Source: an optimization exercise on an open RTL-to-GDS flow (aim: small area). Production flows keep margins and buffers that such runs may drop. Function was checked by simulation only, so behaviour that the tests miss may differ from the original.

==> design/flow/design.v <==
`default_nettype none
package dot_entry_pkg;
	typedef enum logic [2:0] {
		PH_START,
		PH_LOAD_A,
		PH_WAIT_B,
		PH_LOAD_B,
		PH_WAIT_MAC,
		PH_MAC,
		PH_DONE
	} phase_e;
	typedef logic [16-1:0]        word_t;
	typedef logic [4-1:0]         nibble_t;
	typedef logic [$clog2(8)-1:0] elem_idx_t;
	typedef logic [8-1:0]         seg_t;       
endpackage
`default_nettype wire
`timescale 1ns/10ps
`default_nettype none
module entry_sequencer (
	input  logic                  clk2,
	input  logic                  rst,
	input  logic                  next_trigger,
	input  logic                  key_valid,
	input  dot_entry_pkg::nibble_t               key_nibble,
	input  logic                  mac_done,
	input  dot_entry_pkg::word_t                 mac_sum,
	output logic [1:0]            bank_we,
	output dot_entry_pkg::elem_idx_t             wr_addr,
	output dot_entry_pkg::word_t                 wr_data,
	output logic                  mac_start,
	output dot_entry_pkg::word_t                 disp_word,
	output logic [3:0]            phase_code,
	output logic [8-1:0] tracker
);
	typedef logic [$clog2(4)-1:0] nib_cnt_t;
	localparam nib_cnt_t  LAST_NIB  = nib_cnt_t'(4 - 1);
	localparam dot_entry_pkg::elem_idx_t LAST_ELEM = dot_entry_pkg::elem_idx_t'(8 - 1);
	dot_entry_pkg::phase_e    phase;
	dot_entry_pkg::phase_e    phase_nxt;
	nib_cnt_t  nib_cnt;
	nib_cnt_t  nib_nxt;
	dot_entry_pkg::elem_idx_t elem_cnt;
	dot_entry_pkg::elem_idx_t elem_nxt;
	dot_entry_pkg::word_t     word_buf;
	dot_entry_pkg::word_t     buf_nxt;
	dot_entry_pkg::word_t     disp_nxt;
	dot_entry_pkg::word_t     asm_word;
	logic      load_phase;
	logic      word_done;
	function automatic logic [8-1:0] track_of(dot_entry_pkg::phase_e ph, dot_entry_pkg::elem_idx_t idx);
		if (ph == dot_entry_pkg::PH_LOAD_A || ph == dot_entry_pkg::PH_LOAD_B)
			track_of = ~({{(8-1){1'b0}}, 1'b1} << idx);
		else
			track_of = 8'hFF;
	endfunction
	assign load_phase = (phase == dot_entry_pkg::PH_LOAD_A) || (phase == dot_entry_pkg::PH_LOAD_B);
	assign word_done  = load_phase && key_valid && (nib_cnt == LAST_NIB);
	always_comb begin
		asm_word = word_buf;
		asm_word[nib_cnt*4 +: 4] = key_nibble;
	end
	assign bank_we[0] = word_done && (phase == dot_entry_pkg::PH_LOAD_A);
	assign bank_we[1] = word_done && (phase == dot_entry_pkg::PH_LOAD_B);
	assign wr_addr    = elem_cnt;
	assign wr_data    = asm_word;
	always_comb begin
		phase_nxt = phase;
		nib_nxt   = nib_cnt;
		elem_nxt  = elem_cnt;
		buf_nxt   = word_buf;
		disp_nxt  = disp_word;
		case (phase)
			dot_entry_pkg::PH_START, dot_entry_pkg::PH_WAIT_B: begin
				if (next_trigger) begin
					phase_nxt = (phase == dot_entry_pkg::PH_START) ? dot_entry_pkg::PH_LOAD_A : dot_entry_pkg::PH_LOAD_B;
					nib_nxt   = '0;
					elem_nxt  = '0;
					buf_nxt   = '0;
					disp_nxt  = '0;       
				end
			end
			dot_entry_pkg::PH_LOAD_A, dot_entry_pkg::PH_LOAD_B: begin
				if (key_valid) begin
					disp_nxt = asm_word;
					if (word_done) begin
						nib_nxt  = '0;
						buf_nxt  = '0;
						elem_nxt = elem_cnt + 1'b1;
						if (elem_cnt == LAST_ELEM)
							phase_nxt = (phase == dot_entry_pkg::PH_LOAD_A) ? dot_entry_pkg::PH_WAIT_B : dot_entry_pkg::PH_WAIT_MAC;
					end else begin
						nib_nxt = nib_cnt + 1'b1;
						buf_nxt = asm_word;
					end
				end
			end
			dot_entry_pkg::PH_WAIT_MAC: if (next_trigger) phase_nxt = dot_entry_pkg::PH_MAC;
			dot_entry_pkg::PH_MAC: begin
				if (mac_done) begin
					phase_nxt = dot_entry_pkg::PH_DONE;
					disp_nxt  = mac_sum;
				end
			end
			dot_entry_pkg::PH_DONE: phase_nxt = dot_entry_pkg::PH_DONE;     
			default: phase_nxt = dot_entry_pkg::PH_START;
		endcase
	end
	always_ff @(posedge clk2 or posedge rst) begin
		if (rst) begin
			phase     <= dot_entry_pkg::PH_START;
			nib_cnt   <= '0;
			elem_cnt  <= '0;
			word_buf  <= '0;
			disp_word <= 16'h172E;
			tracker   <= 8'hFF;
			mac_start <= 1'b0;
		end else begin
			phase     <= phase_nxt;
			nib_cnt   <= nib_nxt;
			elem_cnt  <= elem_nxt;
			word_buf  <= buf_nxt;
			disp_word <= disp_nxt;
			tracker   <= track_of(phase_nxt, elem_nxt);
			mac_start <= (phase == dot_entry_pkg::PH_WAIT_MAC) && next_trigger;    
		end
	end
	always_comb begin
		case (phase)
			dot_entry_pkg::PH_START:               phase_code = 4'h1;
			dot_entry_pkg::PH_LOAD_A, dot_entry_pkg::PH_WAIT_B:   phase_code = 4'h2;
			dot_entry_pkg::PH_LOAD_B, dot_entry_pkg::PH_WAIT_MAC: phase_code = 4'h4;
			dot_entry_pkg::PH_DONE:                phase_code = 4'h8;
			default:                phase_code = 4'h0;
		endcase
	end
endmodule
`default_nettype wire
`timescale 1ns/10ps
`default_nettype none
module vector_bank (
	input  logic      clk2,
	input  logic      rst,
	input  logic      we,
	input  dot_entry_pkg::elem_idx_t wr_addr,
	input  dot_entry_pkg::word_t     wr_data,
	input  dot_entry_pkg::elem_idx_t rd_addr,
	output dot_entry_pkg::word_t     rd_data
);
	dot_entry_pkg::word_t mem [8];
	always_ff @(posedge clk2 or posedge rst) begin
		if (rst) begin
			for (int i = 0; i < 8; i++) begin
				mem[i] <= '0;
			end
		end else if (we) begin
			mem[wr_addr] <= wr_data;
		end
	end
	assign rd_data = mem[rd_addr];     
endmodule
`default_nettype wire
`timescale 1ns/10ps
`default_nettype none
module mac_engine (
	input  logic      clk2,
	input  logic      rst,
	input  logic      mac_start,
	input  dot_entry_pkg::word_t     a_data,
	input  dot_entry_pkg::word_t     b_data,
	output dot_entry_pkg::elem_idx_t rd_addr,
	output logic      mac_done,
	output dot_entry_pkg::word_t     mac_sum
);
	localparam dot_entry_pkg::elem_idx_t LAST_ELEM = dot_entry_pkg::elem_idx_t'(8 - 1);
	logic  reading;
	dot_entry_pkg::word_t prod_full;
	dot_entry_pkg::word_t prod;
	logic  prod_valid;
	logic  prod_last;
	assign prod_full = a_data * b_data;     
	always_ff @(posedge clk2 or posedge rst) begin
		if (rst) begin
			reading <= 1'b0;
			rd_addr <= '0;
		end else if (mac_start) begin
			reading <= 1'b1;
			rd_addr <= '0;
		end else if (reading) begin
			rd_addr <= rd_addr + 1'b1;
			if (rd_addr == LAST_ELEM)
				reading <= 1'b0;
		end
	end
	always_ff @(posedge clk2 or posedge rst) begin
		if (rst) begin
			prod_valid <= 1'b0;
			prod_last  <= 1'b0;
		end else begin
			prod_valid <= reading;
			prod_last  <= reading && (rd_addr == LAST_ELEM);
		end
	end
	always_ff @(posedge clk2) begin
		prod <= prod_full;
	end
	always_ff @(posedge clk2 or posedge rst) begin
		if (rst) begin
			mac_sum  <= '0;
			mac_done <= 1'b0;
		end else begin
			mac_done <= prod_valid && prod_last;
			if (mac_start)
				mac_sum <= '0;
			else if (prod_valid)
				mac_sum <= mac_sum + prod;     
		end
	end
endmodule
`default_nettype wire
`timescale 1ns/10ps
`default_nettype none
module hex_display (
	input  dot_entry_pkg::word_t disp_word,
	output dot_entry_pkg::seg_t  seg0,
	output dot_entry_pkg::seg_t  seg1,
	output dot_entry_pkg::seg_t  seg2,
	output dot_entry_pkg::seg_t  seg3
);
	function automatic dot_entry_pkg::seg_t seg_of(dot_entry_pkg::nibble_t nib);
		case (nib)
			4'h0: seg_of = 8'hC0;
			4'h1: seg_of = 8'hF9;
			4'h2: seg_of = 8'hA4;
			4'h3: seg_of = 8'hB0;
			4'h4: seg_of = 8'h99;
			4'h5: seg_of = 8'h92;
			4'h6: seg_of = 8'h82;
			4'h7: seg_of = 8'hF8;
			4'h8: seg_of = 8'h80;
			4'h9: seg_of = 8'h98;
			4'hA: seg_of = 8'h88;
			4'hB: seg_of = 8'h83;
			4'hC: seg_of = 8'hC6;
			4'hD: seg_of = 8'hA1;
			4'hE: seg_of = 8'h86;
			4'hF: seg_of = 8'h8E;
			default: seg_of = 8'hC0;
		endcase
	endfunction
	assign seg0 = seg_of(disp_word[3:0]);       
	assign seg1 = seg_of(disp_word[7:4]);
	assign seg2 = seg_of(disp_word[11:8]);
	assign seg3 = seg_of(disp_word[15:12]);
endmodule
`default_nettype wire
`timescale 1ns/10ps
`default_nettype none
module dot_entry_top (
	input  logic       clk2,
	input  logic       rst,
	input  logic       next_trigger,
	input  logic       key_valid,
	input  dot_entry_pkg::nibble_t    key_nibble,
	output logic [3:0] phase_code,
	output logic [7:0] tracker,
	output dot_entry_pkg::seg_t       seg0,
	output dot_entry_pkg::seg_t       seg1,
	output dot_entry_pkg::seg_t       seg2,
	output dot_entry_pkg::seg_t       seg3,
	output dot_entry_pkg::word_t      dot_result
);
	localparam int NBANKS = 2;     
	logic [NBANKS-1:0] bank_we;
	dot_entry_pkg::elem_idx_t         wr_addr;
	dot_entry_pkg::elem_idx_t         rd_addr;
	dot_entry_pkg::word_t             wr_data;
	dot_entry_pkg::word_t             rd_data [NBANKS];
	logic              mac_start;
	logic              mac_done;
	dot_entry_pkg::word_t             disp_word;
	entry_sequencer seq_i (
		.clk2         (clk2),
		.rst          (rst),
		.next_trigger (next_trigger),
		.key_valid    (key_valid),
		.key_nibble   (key_nibble),
		.mac_done     (mac_done),
		.mac_sum      (dot_result),
		.bank_we      (bank_we),
		.wr_addr      (wr_addr),
		.wr_data      (wr_data),
		.mac_start    (mac_start),
		.disp_word    (disp_word),
		.phase_code   (phase_code),
		.tracker      (tracker)
	);
	for (genvar g = 0; g < NBANKS; g++) begin : g_bank
		vector_bank bank_i (
			.clk2    (clk2),
			.rst     (rst),
			.we      (bank_we[g]),
			.wr_addr (wr_addr),
			.wr_data (wr_data),
			.rd_addr (rd_addr),
			.rd_data (rd_data[g])
		);
	end
	mac_engine mac_i (
		.clk2      (clk2),
		.rst       (rst),
		.mac_start (mac_start),
		.a_data    (rd_data[0]),
		.b_data    (rd_data[1]),
		.rd_addr   (rd_addr),
		.mac_done  (mac_done),
		.mac_sum   (dot_result)
	);
	hex_display disp_i (
		.disp_word (disp_word),
		.seg0      (seg0),
		.seg1      (seg1),
		.seg2      (seg2),
		.seg3      (seg3)
	);
endmodule
`default_nettype wire
==> design/flow/run.sh <==
#!/bin/bash
# synth_recipe.tcl (not shown) runs the flow's synth.tcl, then flattens the netlist and writes it again
# the make line also repeats each setting of config.mk as NAME=value (left out here)
make -C /OpenROAD-flow-scripts/flow DESIGN_CONFIG=/design/flow/config.mk WORK_HOME=/design/flow/orfs CLKGATE_MAP_FILE= SYNTH_SCRIPT=/design/flow/synth_recipe.tcl finish
==> design/flow/config.mk <==
export PLATFORM = sky130hd
export DESIGN_NAME = dot_entry_top
export DESIGN_NICKNAME = dot_entry_top
export VERILOG_FILES = /design/flow/design.v
export SDC_FILE = /design/flow/constraint.sdc
export NUM_CORES = 4
export LEC_CHECK = 0
export CAP_MARGIN = 20
export CORE_MARGIN = 2
export CORE_UTILIZATION = 40
export SLEW_MARGIN = 20
==> design/flow/constraint.sdc <==
create_clock -name core_clock -period 10.0 [get_ports {clk2}]
set_input_delay 2.0000 -clock core_clock [delete_from_list [all_inputs] [get_ports {clk2}]]
set_output_delay 2.0000 -clock core_clock [all_outputs]
set_load 0.01 [all_outputs]
==> reports/metrics.cfg, run 1 <==
[run_status]
outcome = no timing/DRC/antenna violations

[drt]
drt_iter0_markers = 1301
first_pass_iters = 6
drc = 0
avgRoutedWirePerCell_um = 19.0
viasPerCell = 5.36
antenna_left = 0
wl_mm = 55.0
vias = 15500

[yosys]
yosysSeqAreaShare_pct = 42.5
synth_common_cells = 374 x nand2_1, 312 x dfrtp_1, 278 x o21ai_0
postSynthCellCount = 2181
avgSynthCellArea_um2 = 9.22
yosysTopAreaCell = dfrtp_1
synth.most_common_cell = nand2_1
synthTopCellsByArea = dfrtp_1 39%, fa_1 8.1%, nand2_1 7.0%, o21ai_0 6.9%, ha_1 6.3%
synth_area_um2 = 20100
synth_edf_count = 0
yosysUniqueCellTypes = 70
async_flop_share_pct = 95.3
synth_top_flop_cell = dfrtp_1
ys_seq_elements = 344
synth.top_cell.area_share_pct = 38.8
yosysWarnings = 7

[cells_and_area]
layout-drive-gt1-share_pct = 9.65
area_growth_pct = 12.9
nFillCells = 4824
layout.nets = 2378
regArea_um2 = 8550
antenna_cells = 0
multiInputGateArea_um2 = 10500

[floorplanning]
die-area_um2 = 52100
boundaryPins = 68
coreArea_um2 = 49900
initial_core_util_pct = 40.3
die_x_um = 228
die_y_um = 228
num_rows = 82

[worst_setup_path]
cp.required_ns = 10.46
path_class = register to register
cpPeakStageDelay_ns = 0.80
slowest_stage = dfrtp_2
cp_max_fo = 56
critPathLaunchType = register
path_cells = inv_1 -> ha_1 -> buf_4 -> or4_4 -> or2_4 -> o21ai_0 -> nor2_1 -> fa_1 -> inv_1 -> fa_1 -> inv_1 -> fa_1 -> inv_1 -> fa_1 -> fa_1 -> fa_1 -> inv_1 -> ha_1 -> o2111ai_1 -> nand3_1 -> o41ai_1 -> xnor3_1
endpoint_kind = register
worstPathArrival_ns = 8.89
cp_common_cell = fa_1

[clocking]
cts_tree = done
clk_pin_slew_ns = 0.06
cts_sinks = 344
clockBufferDepth = 3
worst_skew_pair.late_latency_ns = 0.58
cts_resized = 0
cts_hold_buf = 0
h-tree-depth = 2
cts_buffers = 41
post_cts_buffers = 0
cts-root-buf = clkbuf_16

[placed_design]
dp_worst_setup_slack_ns = 1.56
numPortBuffers = 63
hpwl_mm = 37.6
globalplace.congestion = 0.890

[timing]
setup_tns_ns = 0
finalSetupViolations = 0
final.period_utilization_pct = 84.2
rsz0062_at_grt = false
max_freq_ghz = 0.119
hold_violations = 0
worst_slack_ns = 1.58
worst_slew_pin_slew_ns = 1.06
relSlewSlack_pct = 29.4
clock_skew_ns = 0.0212
min_period_ns = 8.42
drv_slew = 0

[global_route]
grt_usage_pct = 21.3
antenna_found_initial = 2
grt_first_pass_wirelength_mm = 87.3
grt_max_degree = 146
grt_pass1_vias = 15200
grt_overflow_total = 0

[worst_hold_path]
hold_class = register to register

[flow_run]
max-cap-violations = 0

per-layer routing:
layer	part of all wire (%)	up-vias	global-route usage, %
met5	0.024	-	0
met4	3.0	2	7.21
met3	6.7	98	3.70
met2	45	458	33.2
met1	46	7588	30.2
li1	-	7328	-
critical path: cells and delay by family (launching register included):
family,cells,cell delay (ns)
adder cells (fa/ha/maj),8,3.74
AND/OR/NAND/NOR,4,1.46
AO/OA/AOI/OAI,3,1.25
flip-flops,1,0.80
buffers and inverters,6,0.74
XOR/XNOR,1,0.27
worst paths after layout:
kind / start / endpoint / slack, ns / cells past startpoint
worst max-delay path: mac_i.rd_addr[2] / mac_i.prod[15] / 1.58 / 22
worst min-delay path: mac_i.prod_last / mac_i.mac_done / 0.46 / 1
worst max register to register: mac_i.rd_addr[2] / mac_i.prod[15] / 1.58 / 22
worst min register to register: mac_i.prod_last / mac_i.mac_done / 0.46 / 1
max in group asynchronous: rst / g_bank[0].bank_i.mem[1][9] / 6.21 / 4
min in group asynchronous: rst / seq_i.word_buf[0] / 1.91 / 2
cells by family (layout without fill, tap and decap cells):
| family | after synthesis | in the layout | share of synthesized area (%) |
|---|---|---|---|
| XOR/XNOR | 53 | 53 | 2.41 |
| other | 1 | 4 | 0.0186 |
| buffers and inverters | 283 | 316 | 5.67 |
| flip-flops | 344 | 344 | 42.5 |
| AO/OA/AOI/OAI | 530 | 530 | 16.1 |
| AND/OR/NAND/NOR | 724 | 724 | 15.5 |
| multiplexers | 64 | 64 | 3.46 |
| adder cells (fa/ha/maj) | 182 | 182 | 14.3 |
cell usage in the layout (no fill, tap or decap), types with 20 or more instances in the layout:
cell	synthesis	routed
a222oi_1	20	20
inv_1	144	143
clkbuf_16	0	42
buf_4	5	34
a21oi_1	99	98
a22o_1	21	21
ha_1	101	101
nor2b_1	52	51
nand2b_1	23	23
xnor2_1	44	44
nand3_1	29	27
nor3_1	24	24
dfrtp_1	312	311
fa_1	81	81
mux2_2	45	45
nand2_1	374	370
clkdlybuf4s50_1	0	63
o21ai_0	278	277
nor2_1	177	174
cell type report:
type	count	share of cell area (%)
Clock buffer	58	5.24
Clock inverter	14	0.694
Inverter	144	2.40
Multi-Input combinational cell	1557	46.2
Sequential cell	344	37.6
Tap cell	672	3.70
Timing Repair Buffer	100	4.10
through the flow:
stage	std cells	cell area, µm²	hold slack [ns]	util, %
finish	2889	22700	0.456	45.5
global route	2889	22700	0.480	45.5
CTS	2888	22700	0.458	45.5
detailed placement	2816	21300	0.440	42.8
global placement	2816	21300	0.437	42.7
floorplan	2184	20100	0.352	-
state kept, by name, indices dropped and copies added (netlist names):
name and cells:
g_bank.bank_i.mem 256, mac_i.mac_sum 16, mac_i.prod 16, seq_i.disp_word 16, seq_i.word_buf 16, seq_i.tracker 8
mac_i.rd_addr 3, seq_i.elem_cnt 3, seq_i.phase 3, seq_i.nib_cnt 2, mac_i.mac_done 1, mac_i.prod_last 1
mac_i.prod_valid 1, mac_i.reading 1, seq_i.mac_start 1
==> run 2: changes to the inputs <==
==> design/flow/design.v (replaced) <==
`default_nettype none
package dot_entry_pkg;
	typedef enum logic [2:0] {
		PH_START,
		PH_LOAD_A,
		PH_WAIT_B,
		PH_LOAD_B,
		PH_WAIT_MAC,
		PH_MAC,
		PH_DONE
	} phase_e;
	typedef logic [16-1:0]        word_t;
	typedef logic [4-1:0]         nibble_t;
	typedef logic [$clog2(8)-1:0] elem_idx_t;
	typedef logic [8-1:0]         seg_t;       
endpackage
`default_nettype wire
`timescale 1ns/10ps
`default_nettype none
module hex_display (
	input  dot_entry_pkg::word_t disp_word,
	output dot_entry_pkg::seg_t  seg0,
	output dot_entry_pkg::seg_t  seg1,
	output dot_entry_pkg::seg_t  seg2,
	output dot_entry_pkg::seg_t  seg3
);
	function automatic dot_entry_pkg::seg_t seg_of(dot_entry_pkg::nibble_t nib);
		case (nib)
			4'h0: seg_of = 8'hC0;
			4'h1: seg_of = 8'hF9;
			4'h2: seg_of = 8'hA4;
			4'h3: seg_of = 8'hB0;
			4'h4: seg_of = 8'h99;
			4'h5: seg_of = 8'h92;
			4'h6: seg_of = 8'h82;
			4'h7: seg_of = 8'hF8;
			4'h8: seg_of = 8'h80;
			4'h9: seg_of = 8'h98;
			4'hA: seg_of = 8'h88;
			4'hB: seg_of = 8'h83;
			4'hC: seg_of = 8'hC6;
			4'hD: seg_of = 8'hA1;
			4'hE: seg_of = 8'h86;
			4'hF: seg_of = 8'h8E;
			default: seg_of = 8'hC0;
		endcase
	endfunction
	assign seg0 = seg_of(disp_word[3:0]);       
	assign seg1 = seg_of(disp_word[7:4]);
	assign seg2 = seg_of(disp_word[11:8]);
	assign seg3 = seg_of(disp_word[15:12]);
endmodule
`default_nettype wire
`timescale 1ns/10ps
`default_nettype none
module dot_entry_top (
	input  logic        clk2,
	input  logic        rst,
	input  logic        next_trigger,
	input  logic        key_valid,
	input  logic [3:0]  key_nibble,
	output logic [3:0]  phase_code,
	output logic [7:0]  tracker,
	output logic [7:0]  seg0,
	output logic [7:0]  seg1,
	output logic [7:0]  seg2,
	output logic [7:0]  seg3,
	output logic [15:0] dot_result
);
	logic [1:0]  phase;
	logic [5:0]  cnt;
	logic [15:0] disp;
	logic [15:0] acc;
	logic [15:0] vec [8];      
	logic ph_start, ph_a, ph_b, ph_done;
	logic loading, waiting, keyload, word_done, advance;
	logic [15:0] asm_word;
	logic [15:0] prod;
	assign ph_start = (phase == 2'd0);
	assign ph_a     = (phase == 2'd1);
	assign ph_b     = (phase == 2'd2);
	assign ph_done  = (phase == 2'd3);
	assign loading   = (ph_a & ~cnt[5]) | (ph_b & cnt[5]);
	assign waiting   = (ph_a & cnt[5]) | (ph_b & ~cnt[5]);
	assign keyload   = loading & key_valid;
	assign word_done = keyload & (cnt[1:0] == 2'd3);
	assign advance   = next_trigger & (ph_start | waiting);
	always_comb begin
		for (int j = 0; j < 4; j++) begin
			if (cnt[1:0] == j[1:0])
				asm_word[j*4 +: 4] = key_nibble;
			else if (cnt[1:0] == 2'd0)
				asm_word[j*4 +: 4] = 4'h0;
			else
				asm_word[j*4 +: 4] = disp[j*4 +: 4];
		end
	end
	assign prod = acc
		+ (vec[0]         & {16{key_nibble[0]}})
		+ ((vec[0] << 1)  & {16{key_nibble[1]}})
		+ ((vec[0] << 2)  & {16{key_nibble[2]}})
		+ ((vec[0] << 3)  & {16{key_nibble[3]}});
	always_ff @(posedge clk2 or posedge rst) begin
		if (rst) begin
			phase <= 2'd0;
			cnt   <= '0;
			disp  <= 16'h172E;
			acc   <= '0;
		end else begin
			if (advance)
				phase <= phase + 2'd1;
			if (keyload)
				cnt <= cnt + 6'd1;
			if (keyload)
				disp <= asm_word;
			else if (advance)
				disp <= ph_b ? acc : 16'h0;
			if (keyload & ph_b)
				acc <= prod;
		end
	end
	always_ff @(posedge clk2) begin
		if (word_done) begin
			for (int i = 0; i < 7; i++)
				vec[i] <= vec[i+1];
			vec[7] <= asm_word;
		end else if (keyload) begin
			vec[0] <= vec[0] << 4;
		end
	end
	assign phase_code = {ph_done, ph_b, ph_a, ph_start};
	assign tracker    = loading ? ~(8'h01 << cnt[4:2]) : 8'hFF;
	assign dot_result = acc;
	hex_display disp_i (
		.disp_word (disp),
		.seg0      (seg0),
		.seg1      (seg1),
		.seg2      (seg2),
		.seg3      (seg3)
	);
endmodule
`default_nettype wire
==> run 2 against run 1 <==
Effect of this change:
- global-route usage fell by 5.0 points
- die area fell by 54%
- critical endpoint is now acc[13]
==> reports/metrics.cfg, run 2 <==
[run_status]
outcome = no timing/DRC/antenna violations

[yosys]
synth.most_common_cell = nand2_1
avgSynthCellArea_um2 = 11.5
synthTopCellsByArea = edfxtp_1 43%, dfrtp_1 8.9%, fa_1 8.9%, ha_1 6.0%, nand2_1 5.7%
synthSimpleGateAreaFrac_pct = 11.2
async_flop_share_pct = 23.8
synth_top_family_by_area = adder cells
synth_compound_area_share_pct = 9.66
synth_top_flop_cell = edfxtp_1
ys_seq_elements = 168
synth_xor_area_share_pct = 1.94
synth.top_cell.area_share_pct = 42.6
postSynthCellCount = 785
synthAdderAreaFrac_pct = 14.8
synth_area_um2 = 9020
synth.mux.area_fraction_pct = 2.41
yosysWarnings = 3
synth_common_cells = 138 x nand2_1, 128 x edfxtp_1, 83 x inv_1
yosysTopAreaCell = edfxtp_1
synth_edf_count = 128
yosysSeqAreaShare_pct = 53.8
yosysUniqueCellTypes = 53

[cells_and_area]
final_common_cell = nand2_1
antenna_cells = 0
fin_cells = 1123
design_area_um2 = 10400
area_growth_pct = 15.8
regMostFlops = vec
final_cell_mix = 138 x nand2_1, 128 x edfxtp_1, 81 x inv_1
reg.largest.list = vec x128, acc x16, disp x16
layout.nets = 921
utilization_pct = 47.6
layout-drive-gt1-share_pct = 7.59
largest_register_ffs = 128

[global_route]
grt_usage_pct = 16.4
grt_max_degree = 86
grt.met1_usage_pct = 23.3
antenna_found_initial = 0
grt-busiest-layer = met2
grt_pass1_vias = 5548
grt_use_met2_pct = 25.7
grt_first_pass_wirelength_mm = 30.2
grt_use_met3_pct = 3.21
grt_overflow_total = 0

[worst_setup_path]
endpoint_kind = register
path_cells = clkdlybuf4s50_1 -> nand2_1 -> fa_1 -> fa_1 -> fa_1 -> inv_1 -> ha_1 -> inv_1 -> fa_1 -> nor2b_2 -> o31ai_2 -> a22oi_2 -> a21oi_1 -> or4_1 -> nand3_1
critPathLaunchType = primary input
worstPathArrival_ns = 6.63
cp.required_ns = 10.37
cp_common_cell = fa_1
cpPeakStageDelay_ns = 1.06
slowest_stage = clkdlybuf4s50_1
path_class = primary input to register
cp_max_fo = 19

[timing]
rsz0062_at_grt = false
setup_tns_ns = 0
timing.hold.ws_ns = 0.421
max_freq_ghz = 0.160
min_period_ns = 6.27
drv_slew = 0
hold_violations = 0
relSlewSlack_pct = 29.1
finalSetupViolations = 0
clock_skew_ns = 0.00989
final.period_utilization_pct = 62.7
worst_slew_pin_slew_ns = 1.06

[clocking]
cts-root-buf = clkbuf_16
cts_resized = 0
clk_pin_slew_ns = 0.07
cts_tree = done
cts_buffers = 17
clockBufferDepth = 2
post_cts_buffers = 0
worst_skew_pair.late_latency_ns = 0.43
cts_hold_buf = 0
h-tree-depth = 4
cts_sinks = 168

[floorplanning]
die_x_um = 154
die-area_um2 = 23800
coreArea_um2 = 22000
num_rows = 54
initial_core_util_pct = 41.1
die_y_um = 154
boundaryPins = 68

[drt]
drt_iter0_markers = 377
vias = 5617
wl_mm = 18.6
first_pass_iters = 5
drc = 0
avgRoutedWirePerCell_um = 16.5
antenna_left = 0
viasPerCell = 5.00

[flow_run]
max-cap-violations = 0

[placed_design]
numPortBuffers = 63
hpwl_mm = 13.0
place_inst = 1091
dpl_cell_area_um2 = 9830
globalplace.congestion = 0.826

[worst_hold_path]
hold_class = register to register

-- run 2: stage by stage --
| step | setup slack [ns] |
|---|---|
| after floorplan | 4.11 |
| after global placement | 3.35 |
| after detailed placement | 3.28 |
| after CTS | 3.73 |
| after global routing | 3.45 |
| final | 3.73 |
-- run 2: cell families after synthesis --
kind of cell / after synthesis
flip-flops: 168
buffers and inverters: 130
adder cells (fa/ha/maj): 83
multiplexers: 20
XOR/XNOR: 20
AND/OR/NAND/NOR: 229
AO/OA/AOI/OAI: 134
other: 1
-- run 2: path summary, 6_finish.rpt --
check | from | to | cells past startpoint | slack [ns]
setup / recovery | key_nibble[1] | acc[13] | 15 | 3.73
hold / removal | vec[3][7] | vec[2][7] | 0 | 0.42
setup reg to reg | phase[0] | cnt[4] | 11 | 5.63
hold reg to reg | vec[3][7] | vec[2][7] | 0 | 0.42
max in group asynchronous | rst | acc[4] | 2 | 7.30
min in group asynchronous | rst | disp[7] | 2 | 2.10
-- run 2: critical path, delay by kind of cell --
family                     cells  cell delay [ns]
and+or+nand+nor                4             0.92
adders and majority gates      5             2.04
buffers and inverters          3             1.19
AOI/OAI and AO/OA              3             0.46
-- run 2: layer usage --
metal  part of all wire (%)  vias to the layer above
li1                       -                     2739
met1                     48                     2760
met2                     47                      101
met3                    3.1                       17
met4                    1.4                        0
met5                      0                        -
-- run 2: layout make-up --
type | instances | area (µm²)
Fill cell | 1972 | 11500
Sequential cell | 168 | 4850
Multi-Input combinational cell | 490 | 3630
Timing Repair Buffer | 68 | 668
Clock buffer | 17 | 425
Tap cell | 280 | 350
Inverter | 85 | 324
Clock inverter | 15 | 190

==> afterwards: timing with drivers on the ports <==
Ports are ideal in the flow. The routed layouts listed here were re-timed in OpenROAD. Step 1: set_driving_cell puts a clkbuf_16 on clk2 and a buf_2 on each other input, an assumption about the parent block. Step 2 also shifts input and output timing later by t, the mid clock arrival at the registers, as if the neighbouring blocks saw the same clock. a / b / c = no drivers / after step 1 / after step 2; a / b = the first two.
| run | t, ns | slack for setup (ns) | worst setup path after step 2 | worst register clock-pin slew, ns |
|---|---|---|---|---|
| run 1 | 0.623 | 1.576 / 1.576 / 1.576 | register to register | 0.06 / 0.06 |
| run 2 | 0.467 | 3.732 / 3.742 / 3.275 | input to register | 0.08 / 0.08 |
After both steps setup and hold are still met in every run listed. For run 2, which loses most, drivers alone change the setup slack by +0.010 ns; drivers and shift together by -0.457 ns.
